This design comes from an exercise in tuning for small area, a short achievable clock period and few clock cycles per item on the open sky130 flow, not from production work.
No functional check of the RTL was part of any run shown here.
Power is estimated from default activity; no workload was simulated.

**design/flow/design.v**
```verilog
package edma_pkg;
	localparam int ECHO_W          = 16;
	localparam int DIST_W          = 19;
	localparam int CFG_W           = 5;
	localparam int MAX_SAMPLES_DEF = 16;
	localparam int DIST_MUL_W = 11;
	localparam int PROD_W     = ECHO_W + DIST_MUL_W;
	localparam logic [DIST_MUL_W-1:0] DIST_MUL = DIST_MUL_W'(1114);
	localparam int DIST_SHIFT = 8;
endpackage
module echo_distance_moving_average #(
	parameter int MAX_SAMPLES = edma_pkg::MAX_SAMPLES_DEF
) (
	input  logic                       clk,
	input  logic                       arst_n,
	input  logic                       echo_valid,
	output logic                       echo_ready,
	input  logic [edma_pkg::ECHO_W-1:0] echo_us,
	output logic                       result_valid,
	input  logic                       result_ready,
	output logic [edma_pkg::DIST_W-1:0] result_distance_q8,
	output logic                       result_valid_res,
	input  logic                       cfg_wr_en,
	input  logic [edma_pkg::CFG_W-1:0] cfg_wr_data
);
	localparam int EW  = edma_pkg::ECHO_W;
	localparam int DW  = edma_pkg::DIST_W;
	localparam int TW  = DW + 4;       
	localparam int NS  = 16;           
	localparam int NST = 10;           
	logic adv_q;
	logic rdy_q;                
	logic          v0_q;
	logic [EW-1:0] us0_q;
	logic [EW+2:0] a0_q;        
	always_ff @(posedge clk or negedge arst_n) begin
		if (!arst_n) v0_q <= 1'b0;
		else if (adv_q) v0_q <= echo_valid && rdy_q;
	end
	always_ff @(posedge clk) begin
		if (adv_q) begin
			us0_q <= echo_us;
			a0_q  <= {echo_us, 2'd0} + {3'd0, echo_us};
		end
	end
	logic          vm_q, zm_q;
	logic [EW-1:0] usm_q;
	logic [EW+7:0] b_q;         
	logic          v1_q, z1_q;
	logic [DW-1:0] d1_q;
	logic [EW+10:0] prod;
	assign prod = {usm_q, 10'd0} + {3'd0, b_q};
	always_ff @(posedge clk or negedge arst_n) begin
		if (!arst_n) begin
			vm_q <= 1'b0;
			v1_q <= 1'b0;
		end else if (adv_q) begin
			vm_q <= v0_q;
			v1_q <= vm_q;
		end
	end
	always_ff @(posedge clk) begin
		if (adv_q) begin
			usm_q <= us0_q;
			b_q   <= {1'b0, a0_q, 4'd0} + {4'd0, a0_q, 1'b0};
			zm_q  <= (us0_q == '0);
			d1_q  <= prod[EW+10:8];
			z1_q  <= zm_q;
		end
	end
	logic [4:0]    win_q;       
	logic [4:0]    fill_q;      
	logic          full_q;      
	logic [5:0]    fill3_q;     
	logic [5:0]    fill3_nx;
	logic [DW-1:0] ring [NS];
	logic [DW-1:0] oldest;
	logic          v2_q, z2_q;
	logic [DW:0]   delta2_q;    
	logic [NS-1:0] ins;         
	logic [4:0]    n2_q;
	logic [5:0]    n32_q;       
	logic          push;
	logic [4:0]    fill_nx;
	logic [4:0]    cfg_w;
	always_comb begin
		cfg_w = cfg_wr_data;
		if (cfg_wr_data == '0) cfg_w = 5'd1;
		else if (cfg_wr_data > 5'd16) cfg_w = 5'd16;
	end
	assign push    = adv_q && v1_q && !z1_q;
	assign fill_nx  = full_q ? fill_q : fill_q + 5'd1;
	assign fill3_nx = full_q ? fill3_q : fill3_q + 6'd3;
	assign oldest  = ring[NS-1];
	always_comb begin
		for (int i = 0; i < NS; i++) ins[i] = (5'(i) == 5'(16) - win_q);
	end
	always_ff @(posedge clk) begin
		if (push) begin
			ring[0] <= d1_q;
			for (int i = 1; i < NS; i++) ring[i] <= ins[i] ? d1_q : ring[i-1];
		end
	end
	always_ff @(posedge clk or negedge arst_n) begin
		if (!arst_n) begin
			win_q  <= 5'd1;
			fill_q  <= '0;
			fill3_q <= '0;
			full_q  <= 1'b0;
			v2_q    <= 1'b0;
		end else begin
			if (adv_q) v2_q <= v1_q;
			if (cfg_wr_en) begin
				win_q  <= cfg_w;
				fill_q  <= '0;
				fill3_q <= '0;
				full_q  <= 1'b0;
			end else if (adv_q && v1_q) begin
				if (z1_q) begin
					fill_q  <= '0;
					fill3_q <= '0;
					full_q  <= 1'b0;
				end else begin
					fill_q  <= fill_nx;
					fill3_q <= fill3_nx;
					full_q  <= fill_nx == win_q;
				end
			end
		end
	end
	always_ff @(posedge clk) begin
		if (adv_q) begin
			z2_q   <= z1_q;
			delta2_q <= full_q ? {1'b0, d1_q} - {1'b0, oldest} : {1'b0, d1_q};
			n2_q   <= z1_q ? 5'd1 : fill_nx;
			n32_q  <= z1_q ? 6'd3 : fill3_nx;
		end
	end
	logic          v3_q, z3_q;
	logic [TW-1:0] total_q;
	logic [4:0]    n3_q;
	logic [5:0]    n33_q;
	always_ff @(posedge clk or negedge arst_n) begin
		if (!arst_n) begin
			total_q <= '0;
			v3_q    <= 1'b0;
		end else begin
			if (adv_q) v3_q <= v2_q;
			if (cfg_wr_en) begin
				total_q <= '0;
			end else if (adv_q && v2_q) begin
				total_q <= z2_q ? '0 : total_q + {{(TW-DW-1){delta2_q[DW]}}, delta2_q};
			end
		end
	end
	always_ff @(posedge clk) begin
		if (adv_q) begin
			z3_q  <= z2_q;
			n3_q  <= n2_q;
			n33_q <= n32_q;
		end
	end
	function automatic logic [3+DW:0] div_r4(input logic [3:0] r, input logic [DW-1:0] dvd,
	                                         input logic [4:0] n, input logic [5:0] n3);
		logic [5:0] x;
		logic [6:0] d1, d2, d3;
		logic       g1, g2, g3;
		logic [3:0] ro;
		x  = {r, dvd[DW-1 -: 2]};
		d1 = {1'b0, x} - {2'b0, n};
		d2 = {1'b0, x} - {1'b0, n, 1'b0};
		d3 = {1'b0, x} - {1'b0, n3};
		g1 = !d1[6];
		g2 = !d2[6];
		g3 = !d3[6];
		ro = g3 ? d3[3:0] : g2 ? d2[3:0] : g1 ? d1[3:0] : x[3:0];
		div_r4 = {ro, dvd[DW-3:0], g2, g3 | (g1 & !g2)};
	endfunction
	function automatic logic [3+DW:0] div_r2(input logic [3:0] r, input logic [DW-1:0] dvd,
	                                         input logic [4:0] n);
		logic [4:0] t;
		logic [5:0] d;
		t = {r, dvd[DW-1]};
		d = {1'b0, t} - {1'b0, n};
		div_r2 = d[5] ? {t[3:0], dvd[DW-2:0], 1'b0} : {d[3:0], dvd[DW-2:0], 1'b1};
	endfunction
	logic [3:0]    rem_q [NST-1];
	logic [DW-1:0] dvd_q [NST-1];
	logic [4:0]    nd_q  [NST-1];
	logic [5:0]    n3d_q [NST-1];
	logic          vd_q  [NST-1];
	logic          zd_q  [NST-1];
	logic [3+DW:0] dres  [NST];
	always_comb begin
		dres[0] = div_r4(total_q[TW-1:DW], total_q[DW-1:0], n3_q, n33_q);
		for (int k = 1; k < NST - 1; k++)
			dres[k] = div_r4(rem_q[k-1], dvd_q[k-1], nd_q[k-1], n3d_q[k-1]);
		dres[NST-1] = div_r2(rem_q[NST-2], dvd_q[NST-2], nd_q[NST-2]);
	end
	always_ff @(posedge clk or negedge arst_n) begin
		if (!arst_n) begin
			for (int k = 0; k < NST - 1; k++) vd_q[k] <= 1'b0;
		end else if (adv_q) begin
			vd_q[0] <= v3_q;
			for (int k = 1; k < NST - 1; k++) vd_q[k] <= vd_q[k-1];
		end
	end
	always_ff @(posedge clk) begin
		if (adv_q) begin
			{rem_q[0], dvd_q[0]} <= dres[0];
			nd_q[0]  <= n3_q;
			n3d_q[0] <= n33_q;
			zd_q[0]  <= z3_q;
			for (int k = 1; k < NST - 1; k++) begin
				{rem_q[k], dvd_q[k]} <= dres[k];
				nd_q[k]  <= nd_q[k-1];
				n3d_q[k] <= n3d_q[k-1];
				zd_q[k]  <= zd_q[k-1];
			end
		end
	end
	logic          xv;
	logic [DW-1:0] xd;
	logic          xr;
	assign xv = vd_q[NST-2];
	assign xd = dres[NST-1][DW-1:0];
	assign xr = !zd_q[NST-2];
	logic          ov_q, sv_q;
	logic [DW-1:0] od_q, sd_q;
	logic          or_q, sr_q;
	logic take, inc;
	logic ov_nx, sv_nx;
	assign take = ov_q && result_ready;
	assign inc  = adv_q && xv;
	always_comb begin
		ov_nx = ov_q;
		sv_nx = sv_q;
		if (take) begin
			if (sv_q) begin
				ov_nx = 1'b1;
				sv_nx = inc;
			end else begin
				ov_nx = inc;
				sv_nx = 1'b0;
			end
		end else if (inc) begin
			if (ov_q) sv_nx = 1'b1;
			else      ov_nx = 1'b1;
		end
	end
	always_ff @(posedge clk or negedge arst_n) begin
		if (!arst_n) begin
			ov_q  <= 1'b0;
			sv_q  <= 1'b0;
			adv_q <= 1'b1;
			rdy_q <= 1'b0;
		end else begin
			ov_q  <= ov_nx;
			sv_q  <= sv_nx;
			adv_q <= !(ov_nx && sv_nx);
			rdy_q <= !(ov_nx && sv_nx);
		end
	end
	always_ff @(posedge clk) begin
		if (take) begin
			if (sv_q) begin
				od_q <= sd_q;
				or_q <= sr_q;
			end else begin
				od_q <= xd;
				or_q <= xr;
			end
			sd_q <= xd;
			sr_q <= xr;
		end else if (ov_q) begin
			if (!sv_q) begin
				sd_q <= xd;
				sr_q <= xr;
			end
		end else begin
			od_q <= xd;
			or_q <= xr;
		end
	end
	assign echo_ready         = rdy_q;
	assign result_valid       = ov_q;
	assign result_distance_q8 = od_q;
	assign result_valid_res   = or_q;
endmodule
```
**design/flow/run.sh**
```bash
#!/bin/bash
# synth_recipe.tcl (not shown) runs the flow's synth.tcl, then flattens the netlist and writes it again
# the make line also repeats each setting of config.mk as NAME=value (left out here)
make -C /OpenROAD-flow-scripts/flow DESIGN_CONFIG=/design/flow/config.mk WORK_HOME=/design/flow/orfs CLKGATE_MAP_FILE= SYNTH_SCRIPT=/design/flow/synth_recipe.tcl finish
```
**design/flow/config.mk**
```make
export PLATFORM = sky130hd
export DESIGN_NAME = echo_distance_moving_average
export DESIGN_NICKNAME = echo_distance_moving_average
export VERILOG_FILES = /design/flow/design.v
export SDC_FILE = /design/flow/constraint.sdc
export NUM_CORES = 4
export LEC_CHECK = 0
export CAP_MARGIN = 20
export CORE_MARGIN = 2
export CORE_UTILIZATION = 55
export CTS_CLUSTER_DIAMETER = 80
export CTS_CLUSTER_SIZE = 20
export SETUP_SLACK_MARGIN = 3.0
export SLEW_MARGIN = 20
```
**design/flow/constraint.sdc**
```tcl
create_clock -name core_clock -period 5.5 [get_ports {clk}]
set_input_delay 1.1000 -clock core_clock [delete_from_list [all_inputs] [get_ports {clk}]]
set_output_delay 1.1000 -clock core_clock [all_outputs]
set_load 0.01 [all_outputs]
```
==> run notes, run 1 <==
- Worst reg2reg path startpoint: d1_q[0]
- RSZ-0062 raised after global routing: yes
- Slew @ Worst Pin: 0.981 ns
- Post-synthesis cell count: 2,707
- Final setup vio count: 0
- Final setup skew: 0.0205 ns
- Initial drt markers: 1,249
- Setup crit start kind: input port
- Row count: 98
- Initial antenna violation count: 0
- Static leakage: 17.0 nW
- Clk slew on worst S/H paths: 0.08 ns
- #FFs+latches synth: 841
- Worst EP required: 5.86 ns
- # IOs: 48
- Post-Syn Area: 0.0397 sq mm
- Initial core utilization: 0.555
- Die width: 273 microns
- NumNets Final: 3,130
- Post-DRT Antenna Nets: 0
- Post-Syn Area per Cell: 14.7 sq um
- Reg2Reg Capture Point: delta2_q[18]
- Final cell count without fillers: 3,824
- Die Ht: 273 microns
- Largest net degree at the start of global routing: 99
- Critical Path End Type: flip-flop
- RD Place Congestion: 0.854
- Clk latency of the worst-skew pair: 0.62 ns
- Drt wl/cell: 18.9 microns
- Yosys cell types: 68
- Synthesis-to-finish area growth: 11.4%
- Worst VDD drop: 0.000384 V
- Vias: 21,295
- Max FO, Critical Path: 2
- Yosys Warn Count: 9
- Status: finished clean
- Commonest non-fill, non-tap cell in the layout: edfxtp_1
- Layout cells sized above 1: 0.229
- Post-synth EDFFs: 783
- Core Region: 0.0715 sq mm
- Min cycle time layout: 2.62 ns
- Post-DP HPWL: 47.0 mm
- Most frequent cells in the layout: 783 x edfxtp_1, 352 x mux2_2, 208 x ha_1
- Flop-to-flop setup slack: 2.99 ns
- IO Port Bufs: 47
- Inserted Diodes: 0
- Cells on worst reg2reg path: 11
- Achievable Freq: 0.382 GHz
- Via-to-Cell Ratio: 5.57
- Total congestion overflow: 0
- Synth Net Count: 2,998
- Die area: 0.0743 sq mm
- Period utilization: 0.476
- Pwr dens: 616 mW/mm^2
- Vias in the first global route: 21,657
- First-pass GRT wire length: 116 mm
- CTS root buffer: clkbuf_16
- Final hold slack: 0.359 ns
- Main synth FF type: edfxtp_1
- CTS tree: built
- All-Layer GR Usage: 0.195
- Placed insts: 3,646
- Routed Wire Length: 72.3 mm
- Worst slew margin: 0.345
- Pre-antenna DRT Iters: 5
- Clk sink count: 841
- Crit path kind: in2reg
- Layout fillers: 5,349
- Arrival time at the worst endpoint: 2.98 ns
- Post-synthesis sequential area ratio: 0.629
- Drt drc: 0
- Hold Path Class: in2async
- Synth async-reset ratio: 0.0690
- CTS Buf Count: 50
- H-tree levels: 2
- Maxcap violations: 0
- CTS Buffer Depth: 3
- Final hold vios: 0
- CTS Hold Bufs: 0
- Final slew viol count: 0
area by class of cell:
| type | instances | area, sq um | share of cell area |
|---|---|---|---|
| timing repair buffer | 164 | 1510 | 0.0342 |
| sequential | 841 | 25000 | 0.565 |
| clock buffer | 78 | 1420 | 0.0321 |
| inverter | 186 | 709 | 0.0160 |
| multi-input combinational | 1596 | 14300 | 0.324 |
| tap | 950 | 1190 | 0.0269 |
| clock inverter | 9 | 95.1 | 0.00215 |
state kept, by name, indices dropped and copies added (netlist names), 16 cells and up:
signal and flops:
d1_q 19, us0_q 16, dvd_q 171, nd_q 45, n3d_q 48, ring 304, total_q 23, od_q 19
usm_q 16, b_q 16, delta2_q 20, a0_q 17, rem_q 36, sd_q 19
critical path, stage by stage:
cell and delay, ns:
buf_8 0.10, ha_4 0.16, fa_2 0.41, a21oi_4 0.15, o21a_1 0.18, o31ai_4 0.10, nor3_2 0.16, o21bai_1 0.12
a221o_1 0.33, xor2_1 0.15
report_power, final:
part	internal, W	switching [W]	total, W
Sequential	0.0109	0.00135	0.0123
Combinational	0.00523	0.00590	0.0111
Clock	0.00185	0.00202	0.00387
timing repair:
| item | CTS | global route |
|---|---|---|
| cloned | 4 | 0 |
| pin swaps | 22 | 34 |
| setup buffers | 31 | 56 |
| gates resized for setup | 103 | 70 |
| endpoints found under the setup margin | 735 | 189 |
kinds of logic after synthesis:
group / share of synthesized area
AND/OR/NAND/NOR: 0.0470
AO/OA/AOI/OAI: 0.0650
multiplexers: 0.115
adder cells (fa/ha/maj): 0.0894
flip-flops: 0.629
buffers and inverters: 0.0265
XOR/XNOR: 0.0285
synth_stat cells (all sizes together) (56+ instances only):
cell type  number  area share
a21oi         105       0.013
nor2           82      0.0078
dfrtp          56       0.035
ha            234       0.074
o21ai         114       0.014
inv           186       0.018
mux2          354        0.10
clkbuf         69      0.0065
edfxtp        783        0.59
mux2i          57       0.014
xnor2          99       0.022
nand2         124       0.012
o21a           58       0.011
through the flow:
| stage | total power [W] | setup WS [ns] | util | area (sq um) | setup TNS (ns) |
|---|---|---|---|---|---|
| 4_1_cts | 0.0270 | 2.79 | 0.609 | 43500 | 0 |
| 2_1_floorplan | 0.0201 | -3.21 | - | 39900 | -977.91 |
| 3_3_place_gp | 0.0223 | 1.71 | 0.579 | 41400 | 0 |
| 5_1_grt | 0.0293 | 2.80 | 0.618 | 44200 | 0 |
| 6_report | 0.0272 | 2.88 | 0.618 | 44200 | 0 |
| 3_5_place_dp | 0.0227 | 1.68 | 0.580 | 41400 | 0 |
metal layers:
layer	up-vias	part of all wire	GRT usage
li1	10305	-	-
met1	10594	0.43	0.244
met2	290	0.52	0.354
met3	106	0.031	0.0293
met4	0	0.023	0.0505
met5	-	0	0
how the worst max path moves through the flow:
stage,cells after the start,slack [ns],end,from
floorplan,4,-3.21,ring[0][0],adv_q
global placement,10,1.71,a0_q[16],echo_us[2]
detailed placement,10,1.68,a0_q[16],echo_us[2]
CTS,1,2.79,result_valid,ov_q
global route,10,2.80,a0_q[16],echo_us[2]
finish,10,2.88,a0_q[16],echo_us[2]
==> run 2, diff against run 1 <==
--- a/design/flow/config.mk
+++ b/design/flow/config.mk
@@ -12,3 +12,4 @@
 export CTS_CLUSTER_SIZE = 20
 export SETUP_SLACK_MARGIN = 3.0
 export SLEW_MARGIN = 20
+export TNS_END_PERCENT = 20
==> run 2 against run 1 <==
  * Clock-buffer cell count is 11 lower
  * Critical path type is now reg2out
  * Synthesized area stayed put
  * Critical path depth is 9 lower
==> run notes, run 2 <==
- Post-route cell area: 0.0439 sq mm (was 0.0442 sq mm)
- Commonest non-fill, non-tap cell in the layout: edfxtp_1 (unchanged)
- Count leader, synth: edfxtp_1 (unchanged)
- Worst VDD drop: 0.000391 V (was 0.000384 V)
- Routed Wire Length: 72.7 mm (was 72.3 mm)
- Inserted Diodes: 0 (unchanged)
- Placed insts: 3,643 (was 3,646)
- Flop-to-flop setup slack: 2.94 ns (was 2.99 ns)
- Top post-synthesis cells by area: edfxtp_1 59%, mux2_2 10%, ha_1 7.4% (unchanged)
- Drt drc: 0 (unchanged)
- Post-synthesis sequential area ratio: 0.629 (unchanged)
- Clk slew on worst S/H paths: 0.08 ns (about the same)
- CTS Hold Bufs: 0 (unchanged)
- Most frequent cells in the layout: 783 x edfxtp_1, 350 x mux2_2, 214 x ha_1 (was 783 x edfxtp_1, 352 x mux2_2, 208 x ha_1)
- Maxcap violations: 0 (unchanged)
- Post-DRT Antenna Nets: 0 (unchanged)
- Psw: 0.00924 W (was 0.00927 W)
- Hold Path Class: reg2reg (was in2async)
- Final hold vios: 0 (unchanged)
- Post-Syn Area per Cell: 14.7 sq um (unchanged)
- H-tree levels: 2 (unchanged)
- Critical-path cell list: clkdlybuf4s50_1 (was buf_8, ha_4, fa_2, a21oi_4, o21a_1, o31ai_4, nor3_2, o21bai_1, a221o_1, xor2_1)
- Largest net degree at the start of global routing: 193 (was 99)
- Die area: 0.0743 sq mm (unchanged)
- Number of flip-flops in the largest register: 304 (unchanged)
- CP max stage delay: 0.55 ns (was 0.41 ns)
- Share of the synthesized area in the top cell type: 0.592 (unchanged)
- Crit path kind: reg2out (was in2reg)
- Synth area leader: edfxtp_1 (unchanged)
- Core Region: 0.0715 sq mm (unchanged)
- NumNets Final: 3,091 (was 3,130)
- Via-to-Cell Ratio: 5.60 (was 5.57)
- Initial core utilization: 0.555 (unchanged)
- Worst slew margin: 0.198 (was 0.345)
- Status: finished clean (unchanged)
- Largest reg by FF count: ring (unchanged)
- Final hold slack: 0.410 ns (was 0.359 ns)
- #FFs+latches synth: 841 (unchanged)
- Static leakage: 16.9 nW (was 17.0 nW)
- Layout cells sized above 1: 0.212 (was 0.229)
- Post-synth EDFFs: 783 (unchanged)
- Initial drt markers: 1,285 (was 1,249)
- Final cell count without fillers: 3,779 (was 3,824)
- Commonest cells in the synthesized netlist: 783 x edfxtp_1, 354 x mux2_2, 234 x ha_1 (unchanged)
- Post-DP HPWL: 47.6 mm (was 47.0 mm)
- Total congestion overflow: 0 (unchanged)
- Max FO, Critical Path: 1 (was 2)
- CP max-delay cell: clkdlybuf4s50_1 (was fa_2)
- Synth Net Count: 2,998 (unchanged)
- Layout fillers: 5,436 (was 5,349)
- Critical Path End Type: output pin (was flip-flop)
- Arrival time at the worst endpoint: 1.50 ns (was 2.98 ns)
- Vias in the first global route: 21,731 (was 21,657)
- Vias: 21,152 (was 21,295)
- CTS tree: built (unchanged)
- Total chip power: 0.0270 W (was 0.0272 W)
- Top delay family on crit path: buffers and inverters (was compound AO/OA/AOI/OAI gates)
- Main synth FF type: edfxtp_1 (unchanged)
- Post-Syn Area: 0.0397 sq mm (unchanged)
- Final setup vio count: 0 (unchanged)
- Yosys cell types: 68 (unchanged)
- RSZ-0062 raised after global routing: yes (unchanged)
- Final slew viol count: 0 (unchanged)
- IO Port Bufs: 47 (unchanged)
- CTS Buf Count: 50 (unchanged)
- Switching part of the total: 0.342 (was 0.340)
- Combinational fraction of design power: 0.403 (was 0.408)
- Achievable Freq: 0.384 GHz (was 0.382 GHz)
- Slew @ Worst Pin: 1.20 ns (was 0.981 ns)
- All-Layer GR Usage: 0.196 (was 0.195)
- Die width: 273 microns (unchanged)
- Period utilization: 0.473 (was 0.476)
- First-pass GRT wire length: 116 mm (about the same)
- Clock power share: 0.143 (was 0.142)
- Setup TNS: 0 ns (unchanged)
- Min cycle time layout: 2.60 ns (was 2.62 ns)
- Row count: 98 (unchanged)
- RD Place Congestion: 0.830 (was 0.854)
- CTS root buffer: clkbuf_16 (unchanged)
- Clk latency of the worst-skew pair: 0.62 ns (about the same)
- Clk sink count: 841 (unchanged)
- Die Ht: 273 microns (unchanged)
- # IOs: 48 (unchanged)
- Placed cell areas: 0.0413 sq mm (was 0.0414 sq mm)
- CTS Buffer Depth: 3 (unchanged)
- Post-synthesis cell count: 2,707 (unchanged)
- Worst EP required: 4.40 ns (was 5.86 ns)
- Pre-antenna DRT Iters: 7 (was 5)
- WP buf/inv: 1 (unchanged)
- Drt wl/cell: 19.2 microns (was 18.9 microns)
- Initial antenna violation count: 0 (unchanged)
- Pwr dens: 617 mW/mm^2 (was 616 mW/mm^2)
- Synth async-reset ratio: 0.0690 (unchanged)
- Synthesis-to-finish area growth: 10.5% (was 11.4%)
- Flop pwr share: 0.454 (was 0.450)
- Setup crit start kind: flip-flop (was input port)
- Yosys Warn Count: 9 (unchanged)
- Final setup skew: 0.0165 ns (was 0.0205 ns)
- Cell Int Power: 0.0178 W (was 0.0180 W)
==> run 2: final timing paths <==
path                             start                     end  cells past startpoint
min in group asynchronous       arst_n                    sv_q                      2
setup / recovery              od_q[18]  result_distance_q8[18]                      1
hold / removal             dvd_q[7][7]             dvd_q[8][9]                      0
setup reg to reg              win_q[2]             ring[1][16]                      4
max in group asynchronous       arst_n             total_q[18]                      2
hold reg to reg            dvd_q[7][7]             dvd_q[8][9]                      0
==> run 2: cell families (layout without fill, tap and decap cells) <==
family                     after synthesis  in the layout  share of synthesized area
adders and majority gates              265            265                     0.0894
xor gates and xnor gates               129            129                     0.0285
DFF                                    841            841                      0.629
buffers and inverters                  273            393                     0.0265
muxes                                  411            411                      0.115
and+or+nand+nor                        379            380                     0.0470
AOI/OAI and AO/OA                      409            410                     0.0650
==> run 2: timing repair <==
item,4_1_cts,5_1_grt
resized for setup,41,110
endpoints found under the setup margin,547,269
pin swaps,14,38
gates cloned,3,1
setup buffers,19,32
==> run 2: layout make-up <==
| type | instances | area [sq um] | share of cell area |
|---|---|---|---|
| clock buffer | 67 | 1380 | 0.0314 |
| timing repair buffer | 126 | 1250 | 0.0286 |
| inverter | 186 | 704 | 0.0161 |
| tap | 950 | 1190 | 0.0271 |
| clock inverter | 14 | 110 | 0.00251 |
| sequential | 841 | 25000 | 0.569 |
| multi-input combinational | 1595 | 14200 | 0.325 |
==> run 2: routing by layer <==
layer	global-route usage	part of all wire	vias to the layer above
li1	-	-	10246
met2	0.352	0.51	250
met4	0.0548	0.025	0
met1	0.248	0.44	10565
met3	0.0247	0.025	91
met5	0	0	-
==> run 2: stage by stage <==
step	setup slack [ns]	utilization
after detailed placement	1.64	0.578
final	2.90	0.614
after floorplan	-3.21	-
after global routing	2.81	0.614
after global placement	1.73	0.578
after CTS	2.78	0.604
==> run 2: power by group through the flow <==
| stage | Combinational (W) | Sequential (W) | Clock [W] |
|---|---|---|---|
| 6_report | 0.0109 | 0.0123 | 0.00386 |
| 5_1_grt | 0.0123 | 0.0126 | 0.00421 |
| 4_1_cts | 0.0105 | 0.0124 | 0.00401 |
| 3_5_place_dp | 0.0101 | 0.0126 | 0 |
| 3_3_place_gp | 0.00977 | 0.0125 | 0 |
| 2_1_floorplan | 0.00770 | 0.0124 | 0 |
==> run 3, diff against run 2 <==
--- a/design/flow/design.v
+++ b/design/flow/design.v
@@ -131,12 +131,12 @@
 	always_ff @(posedge clk) begin
 		if (adv_q) begin
 			z2_q   <= z1_q;
-			delta2_q <= full_q ? {1'b0, d1_q} - {1'b0, oldest} : {1'b0, d1_q};
-			n2_q   <= z1_q ? 5'd1 : fill_nx;
-			n32_q  <= z1_q ? 6'd3 : fill3_nx;
-		end
-	end
-	logic          v3_q, z3_q;
+			delta2_q <= {1'b0, d1_q} - {1'b0, full_q ? oldest : '0};
+			n2_q   <= z1_q ? 5'd0 : fill_nx;
+			n32_q  <= z1_q ? 6'd0 : fill3_nx;
+		end
+	end
+	logic          v3_q;
 	logic [TW-1:0] total_q;
 	logic [4:0]    n3_q;
 	logic [5:0]    n33_q;
@@ -149,13 +149,12 @@
 			if (cfg_wr_en) begin
 				total_q <= '0;
 			end else if (adv_q && v2_q) begin
-				total_q <= z2_q ? '0 : total_q + {{(TW-DW-1){delta2_q[DW]}}, delta2_q};
-			end
-		end
-	end
-	always_ff @(posedge clk) begin
-		if (adv_q) begin
-			z3_q  <= z2_q;
+				total_q <= (total_q & {TW{!z2_q}}) + ({{(TW-DW-1){delta2_q[DW]}}, delta2_q} & {TW{!z2_q}});
+			end
+		end
+	end
+	always_ff @(posedge clk) begin
+		if (adv_q) begin
 			n3_q  <= n2_q;
 			n33_q <= n32_q;
 		end
@@ -189,7 +188,6 @@
 	logic [4:0]    nd_q  [NST-1];
 	logic [5:0]    n3d_q [NST-1];
 	logic          vd_q  [NST-1];
-	logic          zd_q  [NST-1];
 	logic [3+DW:0] dres  [NST];
 	always_comb begin
 		dres[0] = div_r4(total_q[TW-1:DW], total_q[DW-1:0], n3_q, n33_q);
@@ -210,12 +208,10 @@
 			{rem_q[0], dvd_q[0]} <= dres[0];
 			nd_q[0]  <= n3_q;
 			n3d_q[0] <= n33_q;
-			zd_q[0]  <= z3_q;
 			for (int k = 1; k < NST - 1; k++) begin
 				{rem_q[k], dvd_q[k]} <= dres[k];
 				nd_q[k]  <= nd_q[k-1];
 				n3d_q[k] <= n3d_q[k-1];
-				zd_q[k]  <= zd_q[k-1];
 			end
 		end
 	end
@@ -223,8 +219,8 @@
 	logic [DW-1:0] xd;
 	logic          xr;
 	assign xv = vd_q[NST-2];
-	assign xd = dres[NST-1][DW-1:0];
-	assign xr = !zd_q[NST-2];
+	assign xr = nd_q[NST-2] != '0;
+	assign xd = dres[NST-1][DW-1:0] & {DW{xr}};
 	logic          ov_q, sv_q;
 	logic [DW-1:0] od_q, sd_q;
 	logic          or_q, sr_q;
--- a/design/flow/config.mk
+++ b/design/flow/config.mk
@@ -8,8 +8,5 @@
 export CAP_MARGIN = 20
 export CORE_MARGIN = 2
 export CORE_UTILIZATION = 55
-export CTS_CLUSTER_DIAMETER = 80
-export CTS_CLUSTER_SIZE = 20
 export SETUP_SLACK_MARGIN = 3.0
 export SLEW_MARGIN = 20
-export TNS_END_PERCENT = 20
==> run 3 against run 2 <==
  * Utilization is 2.8 points higher
  * Non-clock buffer count rose by 47
  * Still clean
  * Sequential share of layout area down 2.9 points
  * First-iteration DRC count decreased by 1.9%
==> run notes, run 3 <==
- Drt wl/cell: 18.3 microns (was 19.2 microns)
- Max FO, Critical Path: 8 (was 1)
- Clk slew on worst S/H paths: 0.06 ns (was 0.08 ns)
- CTS Hold Bufs: 0 (unchanged)
- Initial antenna violation count: 0 (unchanged)
- All-Layer GR Usage: 0.197 (was 0.196)
- Inserted Diodes: 0 (unchanged)
- NumNets Final: 3,223 (was 3,091)
- First-pass GRT wire length: 116 mm (about the same)
- Compound-gate portion of the synthesized area: 0.0694 (was 0.0650)
- Vias in the first global route: 22,152 (was 21,731)
- CTS Buf Count: 89 (was 50)
- Worst VDD drop: 0.000356 V (was 0.000391 V)
- Number of flip-flops in the largest register: 304 (unchanged)
- Setup crit start kind: flip-flop (unchanged)
- Post-Synth Simple-Gate Area: 0.0594 (was 0.0470)
- RSZ-0062 raised after global routing: yes (unchanged)
- Crit. path cell count: 11 (was 1)
- Layout cells sized above 1: 0.244 (was 0.212)
- Final hold vios: 0 (unchanged)
- Total congestion overflow: 0 (unchanged)
- Static leakage: 17.7 nW (was 16.9 nW)
- CP max stage delay: 0.39 ns (was 0.55 ns)
- Commonest non-fill, non-tap cell in the layout: edfxtp_1 (unchanged)
- Count leader, synth: edfxtp_1 (unchanged)
- RD Place Congestion: 0.841 (was 0.830)
- Status: finished clean (unchanged)
- Final setup skew: 0.0173 ns (was 0.0165 ns)
- Die width: 272 microns (was 273 microns)
- Largest net degree at the start of global routing: 78 (was 193)
- Worst slew margin: 0.349 (was 0.198)
- Synth area leader: edfxtp_1 (unchanged)
- Setup TNS: 0 ns (unchanged)
- Achievable Freq: 0.368 GHz (was 0.384 GHz)
- Row count: 98 (unchanged)
- Die area: 0.0738 sq mm (was 0.0743 sq mm)
- Clk sink count: 831 (was 841)
- Cells on worst reg2reg path: 11 (was 4)
- Critical-path cell list: buf_6, buf_8, nor2b_4, ha_4, a21o_1, a31oi_4, a21oi_4, o41ai_4, o31ai_1, mux2_1, a221o_1 (was clkdlybuf4s50_1)
- Main synth FF type: edfxtp_1 (unchanged)
- Pre-antenna DRT Iters: 5 (was 7)
- Crit path kind: reg2reg (was reg2out)
- Hold Path Class: reg2reg (unchanged)
- WP buf/inv: 2 (was 1)
- Post-synthesis mux area share: 0.102 (was 0.115)
- H-tree levels: 3 (was 2)
- Synthesis-to-finish area growth: 15.9% (was 10.5%)
- Routed Wire Length: 72.1 mm (was 72.7 mm)
- Post-DP HPWL: 47.1 mm (was 47.6 mm)
- Yosys Warn Count: 8 (was 9)
- IO Port Bufs: 47 (unchanged)
- Synth Area in XOR/XNOR: 0.0291 (was 0.0285)
- Final cell count without fillers: 3,952 (was 3,779)
- Initial core utilization: 0.553 (was 0.555)
- # IOs: 48 (unchanged)
- Hold depth: 0 (unchanged)
- Post-synthesis sequential area ratio: 0.626 (was 0.629)
- Drt drc: 0 (unchanged)
- Post-synth EDFFs: 773 (was 783)
- CP max-delay cell: o41ai_4 (was clkdlybuf4s50_1)
- Vias: 21,639 (was 21,152)
- CTS tree: built (unchanged)
- Maxcap violations: 0 (unchanged)
- Period utilization: 0.494 (was 0.473)
- Pre-CTS setup slack: 2.04 ns (was 1.64 ns)
- Post-Syn Area: 0.0394 sq mm (was 0.0397 sq mm)
- Placed insts: 3,691 (was 3,643)
- Final WS setup: 2.78 ns (was 2.90 ns)
- Post-route cell area: 0.0457 sq mm (was 0.0439 sq mm)
- Placed cell areas: 0.0412 sq mm (was 0.0413 sq mm)
- Final setup vio count: 0 (unchanged)
- Clk latency of the worst-skew pair: 0.63 ns (was 0.62 ns)
- Worst EP required: 6.01 ns (was 4.40 ns)
- Post-Syn Area per Cell: 14.3 sq um (was 14.7 sq um)
- CTS root buffer: clkbuf_16 (unchanged)
- Die Ht: 272 microns (was 273 microns)
- Slew @ Worst Pin: 0.976 ns (was 1.20 ns)
- Core Region: 0.0712 sq mm (was 0.0715 sq mm)
- CTS Buffer Depth: 3 (unchanged)
- Commonest cells in the synthesized netlist: 773 x edfxtp_1, 310 x mux2_2, 234 x ha_1 (was 783 x edfxtp_1, 354 x mux2_2, 234 x ha_1)
- Initial drt markers: 1,260 (was 1,285)
- Critical Path End Type: flip-flop (was output pin)
- Top delay family on crit path: compound AO/OA/AOI/OAI gates (was buffers and inverters)
- Yosys cell types: 68 (unchanged)
- Post-DRT Antenna Nets: 0 (unchanged)
- Share of the synthesized area in the top cell type: 0.589 (was 0.592)
- Synth Net Count: 3,053 (was 2,998)
- Area share of fa/ha/maj cells after synthesis: 0.0900 (was 0.0894)
- Top post-synthesis cells by area: edfxtp_1 59%, mux2_2 8.9%, ha_1 7.4% (was edfxtp_1 59%, mux2_2 10%, ha_1 7.4%)
- Largest family of logic cells by synthesized area: multiplexers (unchanged)
- Min cycle time layout: 2.72 ns (was 2.60 ns)
- Final slew viol count: 0 (unchanged)
- Arrival time at the worst endpoint: 3.22 ns (was 1.50 ns)
- Most frequent cells in the layout: 773 x edfxtp_1, 309 x mux2_2, 197 x ha_1 (was 783 x edfxtp_1, 350 x mux2_2, 214 x ha_1)
- Post-synthesis cell count: 2,762 (was 2,707)
- Pwr dens: 651 mW/mm^2 (was 617 mW/mm^2)
- Synth async-reset ratio: 0.0698 (was 0.0690)
- Largest reg by FF count: ring (unchanged)
- Via-to-Cell Ratio: 5.48 (was 5.60)
- #FFs+latches synth: 831 (was 841)
[run 3: cell count changes after synthesis, sizes merged, moves of 10 or more]
cell	delta
nor2b	+44
o21ai	+27
edfxtp	-10
mux2	-42
inv	-24
nand2	+66
a21o	+11
clkbuf	+15
[run 3: path summary, 6_finish.rpt]
path	start	endpoint	slack, ns
worst min register to register	dvd_q[6][12]	dvd_q[7][14]	0.41
worst max register to register	z2_q	total_q[15]	2.78
min in group asynchronous	arst_n	vd_q[4]	0.64
worst max-delay path	z2_q	total_q[15]	2.78
max in group asynchronous	arst_n	full_q	4.17
worst min-delay path	dvd_q[6][12]	dvd_q[7][14]	0.41
[run 3: timing repair]
item | 4_1_cts | 5_1_grt
setup buffers | 47 | 51
endpoints found under the setup margin | 577 | 289
cloned | 2 | 0
pin swaps | 33 | 62
endpoints found under the hold margin | 0 | 0
gates resized for setup | 126 | 98
[run 3: power by group]
group	total, W	switching (W)	internal, W	leakage, nW
combinational	0.0115	0.00609	0.00544	7.82
sequential	0.0123	0.00138	0.0109	8.43
clock	0.00593	0.00238	0.00355	1.41
total	0.0298	0.00985	0.0199	17.7
[run 3: per-layer routing]
layer	up-vias	routed length, microns	GRT usage
met2	297	37100	0.354
met3	128	2110	0.0275
met4	0	1860	0.0651
li1	10563	-	-
met1	10651	31100	0.245
met5	-	0	0
[run 3: logic make-up after synthesis]
kind of cell	Yosys count
mux	361
fa+ha+maj	265
simple gates	478
buf+inv	259
flops	831
xor+xnor	131
compound gates	437
[run 3: final cells by class]
type	count	area, sq um
Fill cell	5325	25500
Inverter	164	622
Multi-Input combinational cell	1673	14800
Clock buffer	121	2460
Timing Repair Buffer	173	1510
Clock inverter	40	434
Sequential cell	831	24700
Tap cell	950	1190
[run 3: per-stage QoR]
step / power, W / util / hold slack [ns]
after floorplan: 0.0202 / - / 0.400
after global placement: 0.0225 / 0.579 / 0.400
after detailed placement: 0.0229 / 0.579 / 0.405
after CTS: 0.0295 / 0.631 / 0.414
after global routing: 0.0319 / 0.641 / 0.418
final: 0.0298 / 0.641 / 0.411
[run 3: worst reg2reg max path: cells and delay by family (launching register included)]
kind / cells / cell delay, ns
AO/OA/AOI/OAI: 6 / 1.26
adder cells (fa/ha/maj): 1 / 0.21
buffers and inverters: 2 / 0.30
flip-flops: 1 / 0.38
multiplexers: 1 / 0.32
AND/OR/NAND/NOR: 1 / 0.12
==> run 4, diff against run 3 <==
--- a/design/flow/config.mk
+++ b/design/flow/config.mk
@@ -8,5 +8,7 @@
 export CAP_MARGIN = 20
 export CORE_MARGIN = 2
 export CORE_UTILIZATION = 55
+export CTS_CLUSTER_DIAMETER = 80
+export CTS_CLUSTER_SIZE = 20
 export SETUP_SLACK_MARGIN = 3.0
 export SLEW_MARGIN = 20
==> run 4 against run 3 <==
  * Setup slack better by 0.0086 ns
  * Register-to-register slack is essentially flat
  * Still clean
  * First-iteration DRC count shrank 4.6%
  * Via count is 1.2% lower
  * Critical path type unchanged
  * Largest cell class unchanged
  * Utilization decreased by 2.1 points
  * Global-route usage fell by 0.51 points
==> run notes, run 4 <==
- Critical-path cell list: buf_6, buf_6, nor2b_4, ha_4, a21o_1, a31oi_4, a21oi_4, o41ai_4, o31ai_1, mux2_1, a221o_1 (was buf_6, buf_8, nor2b_4, ha_4, a21o_1, a31oi_4, a21oi_4, o41ai_4, o31ai_1, mux2_1, a221o_1)
- Max FO, Critical Path: 8 (unchanged)
- Post-Syn Area per Cell: 14.3 sq um (unchanged)
- Final cell count without fillers: 3,872 (was 3,952)
- RSZ-0062 raised after global routing: yes (unchanged)
- Clock power share: 0.136 (was 0.199)
- Final slew viol count: 0 (unchanged)
- Die area: 0.0738 sq mm (unchanged)
- Achievable Freq: 0.369 GHz (was 0.368 GHz)
- Core Region: 0.0712 sq mm (unchanged)
- Initial drt markers: 1,202 (was 1,260)
- Switching part of the total: 0.342 (was 0.331)
- Crit path kind: reg2reg (unchanged)
- Final core utilization: 0.620 (was 0.641)
- Static leakage: 17.0 nW (was 17.7 nW)
- Routed Wire Length: 70.7 mm (was 72.1 mm)
- RD Place Congestion: 0.841 (unchanged)
- Top post-synthesis cells by area: edfxtp_1 59%, mux2_2 8.9%, ha_1 7.4% (unchanged)
- Cell Int Power: 0.0181 W (was 0.0199 W)
- Commonest cells in the synthesized netlist: 773 x edfxtp_1, 310 x mux2_2, 234 x ha_1 (unchanged)
- Total chip power: 0.0275 W (was 0.0298 W)
- Flop pwr share: 0.445 (was 0.413)
- Critical Path End Type: flip-flop (unchanged)
- Row count: 98 (unchanged)
- H-tree levels: 2 (was 3)
- Largest net degree at the start of global routing: 78 (unchanged)
- Worst EP required: 5.98 ns (was 6.01 ns)
- CP max stage delay: 0.39 ns (about the same)
- Count leader, synth: edfxtp_1 (unchanged)
- CP max-delay cell: edfxtp_1 (was o41ai_4)
- Post-synthesis sequential area ratio: 0.626 (unchanged)
- Synth Net Count: 3,053 (unchanged)
- Synth async-reset ratio: 0.0698 (unchanged)
- Vias in the first global route: 21,758 (was 22,152)
- Layout fillers: 5,455 (was 5,325)
- Final hold vios: 0 (unchanged)
- Commonest non-fill, non-tap cell in the layout: edfxtp_1 (unchanged)
- Initial antenna violation count: 0 (unchanged)
- Initial core utilization: 0.553 (unchanged)
- Via-to-Cell Ratio: 5.52 (was 5.48)
- CTS root buffer: clkbuf_16 (unchanged)
- Share of the synthesized area in the top cell type: 0.589 (unchanged)
- Post-Syn Area: 0.0394 sq mm (unchanged)
- Die width: 272 microns (unchanged)
- Inserted Diodes: 0 (unchanged)
- #FFs+latches synth: 831 (unchanged)
- All-Layer GR Usage: 0.192 (was 0.197)
- Layout cells sized above 1: 0.229 (was 0.244)
- Largest reg by FF count: ring (unchanged)
- CTS tree: built (unchanged)
- Final setup vio count: 0 (unchanged)
- Post-synthesis cell count: 2,762 (unchanged)
- Post-DRT Antenna Nets: 0 (unchanged)
- Total congestion overflow: 0 (unchanged)
- Placed insts: 3,691 (unchanged)
- Yosys cell types: 68 (unchanged)
- Slew @ Worst Pin: 0.959 ns (was 0.976 ns)
- Hold Path Class: reg2reg (unchanged)
- Drt drc: 0 (unchanged)
- Worst VDD drop: 0.000415 V (was 0.000356 V)
- CTS Hold Bufs: 0 (unchanged)
- CTS Buf Count: 49 (was 89)
- Most frequent CP cell: buf_6
- Main synth FF type: edfxtp_1 (unchanged)
- Number of flip-flops in the largest register: 304 (unchanged)
- Synthesis-to-finish area growth: 12.1% (was 15.9%)
- Worst slew margin: 0.361 (was 0.349)
- Drt wl/cell: 18.2 microns (was 18.3 microns)
- # IOs: 48 (unchanged)
- Setup crit start kind: flip-flop (unchanged)
- Arrival time at the worst endpoint: 3.20 ns (was 3.22 ns)
- Min cycle time layout: 2.71 ns (was 2.72 ns)
- Combinational fraction of design power: 0.419 (was 0.388)
- Most frequent cells in the layout: 773 x edfxtp_1, 309 x mux2_2, 201 x ha_1 (was 773 x edfxtp_1, 309 x mux2_2, 197 x ha_1)
- Pre-antenna DRT Iters: 5 (unchanged)
- Period utilization: 0.493 (was 0.494)
- Pwr dens: 622 mW/mm^2 (was 651 mW/mm^2)
- Final setup skew: 0.0250 ns (was 0.0173 ns)
- Die Ht: 272 microns (unchanged)
- Clk latency of the worst-skew pair: 0.61 ns (was 0.63 ns)
- Post-synth EDFFs: 773 (unchanged)
- First-pass GRT wire length: 114 mm (was 116 mm)
- Clk slew on worst S/H paths: 0.08 ns (was 0.06 ns)
- Vias: 21,369 (was 21,639)
- Maxcap violations: 0 (unchanged)
- Status: finished clean (unchanged)
- IO Port Bufs: 47 (unchanged)
- Clk sink count: 831 (unchanged)
- Yosys Warn Count: 8 (unchanged)
- Psw: 0.00940 W (was 0.00985 W)
- CTS Buffer Depth: 3 (unchanged)
- NumNets Final: 3,190 (was 3,223)
- Post-DP HPWL: 47.1 mm (unchanged)
- Synth area leader: edfxtp_1 (unchanged)
==> run 4: path summary, 6_finish.rpt <==
| path | to | slack (ns) | cells past startpoint | from |
|---|---|---|---|---|
| max | total_q[15] | 2.79 | 11 | z2_q |
| max reg2reg | total_q[15] | 2.79 | 11 | z2_q |
| min in group asynchronous | v3_q | 0.65 | 2 | arst_n |
| min | n3_q[1] | 0.41 | 0 | n2_q[1] |
| min reg2reg | n3_q[1] | 0.41 | 0 | n2_q[1] |
| max in group asynchronous | full_q | 4.13 | 2 | arst_n |
==> run 4: area by class of cell <==
class | instances | area (sq um) | share of cell area
multi-input combinational | 1673 | 14700 | 0.333
sequential | 831 | 24700 | 0.558
tap | 950 | 1190 | 0.0269
clock buffer | 66 | 1320 | 0.0299
inverter | 164 | 626 | 0.0142
timing repair buffer | 180 | 1560 | 0.0353
clock inverter | 8 | 104 | 0.00235
==> run 4: what timing repair did <==
item	in CTS	in global routing
resized for setup	125	92
setup buffers	46	59
cloned	2	0
pin swaps	28	56
endpoints found under the setup margin	577	364
==> run 4: cell families after synthesis <==
kind of cell               after synthesis  share of synthesized area
AOI/OAI and AO/OA                      437                     0.0694
xor gates and xnor gates               131                     0.0291
adders and majority gates              265                     0.0900
buffers and inverters                  259                     0.0249
DFF                                    831                      0.626
muxes                                  361                      0.102
and+or+nand+nor                        478                     0.0594
==> run 4: critical path: cells and delay by family, from the launching register on <==
| kind | cells | cell delay, ns |
|---|---|---|
| fa+ha+maj | 1 | 0.21 |
| flops | 1 | 0.39 |
| buf+inv | 2 | 0.30 |
| mux | 1 | 0.32 |
| simple gates | 1 | 0.12 |
| compound gates | 6 | 1.23 |
==> run 4: metal layers <==
layer  part of all wire  track usage  up-vias
li1                   -            -    10456
met1               0.43        0.242    10588
met2               0.52        0.352      228
met3              0.022       0.0209       97
met4              0.024       0.0500        0
met5                  0            0        -
==> run 4: per-stage QoR <==
| step | setup slack, ns | area [sq um] | hold slack [ns] | setup TNS [ns] |
|---|---|---|---|---|
| 6_report | 2.79 | 44200 | 0.412 | 0 |
| 5_1_grt | 2.70 | 44200 | 0.421 | 0 |
| 4_1_cts | 2.78 | 43500 | 0.413 | 0 |
| 3_5_place_dp | 2.04 | 41200 | 0.405 | 0 |
| 3_3_place_gp | 2.06 | 41200 | 0.400 | 0 |
| 2_1_floorplan | -3.21 | 39800 | 0.400 | -976.42 |
==> run 4: power by group through the flow <==
stage                     combinational [W]  sequential (W)  clock, W
final                                0.0115          0.0123   0.00374
after global routing                 0.0129          0.0126   0.00408
after CTS                            0.0110          0.0124   0.00389
after detailed placement             0.0102          0.0127         0
after global placement              0.00984          0.0127         0
after floorplan                     0.00789          0.0123         0

port drivers added, routing unchanged:
The flow's constraints put no driver on any port. The routed layouts listed below were extracted and timed again, unchanged, in two steps.
Step 1 sets driving cells, clkbuf_16 on the clock port and buf_2 on the other inputs (assumed; they add their load-dependent delay and slew).
Step 2 adds t to the input delays and takes it off the output delays; t is the mean of the earliest and latest rising clock arrival at the registers after step 1. Input paths then give back, and output paths get back, about the clock's delay inside the block.
a / b / c = no drivers / after step 1 / after step 2; a / b = the first two.
| run | t, ns | slack for setup (ns) | hold slack, ns | clock arrival spread, ns | slew at the worst register clock pin (ns) |
|---|---|---|---|---|---|
| run 1 | 0.665 | 2.881 / 2.894 / 2.230 | 0.359 / 0.324 / 0.418 | 0.023 / 0.023 | 0.09 / 0.09 |
| run 2 | 0.680 | 2.897 / 2.829 / 2.250 | 0.410 / 0.410 / 0.410 | 0.020 / 0.020 | 0.09 / 0.09 |
| run 3 | 0.686 | 2.781 / 2.781 / 2.418 | 0.411 / 0.411 / 0.411 | 0.022 / 0.021 | 0.06 / 0.06 |
| run 4 | 0.667 | 2.789 / 2.789 / 2.435 | 0.412 / 0.412 / 0.412 | 0.029 / 0.029 | 0.09 / 0.09 |
After both steps setup and hold are still met in every run listed. The setup slack of run 1, which loses most, moves by +0.013 ns with the drivers and by -0.651 ns with both steps.
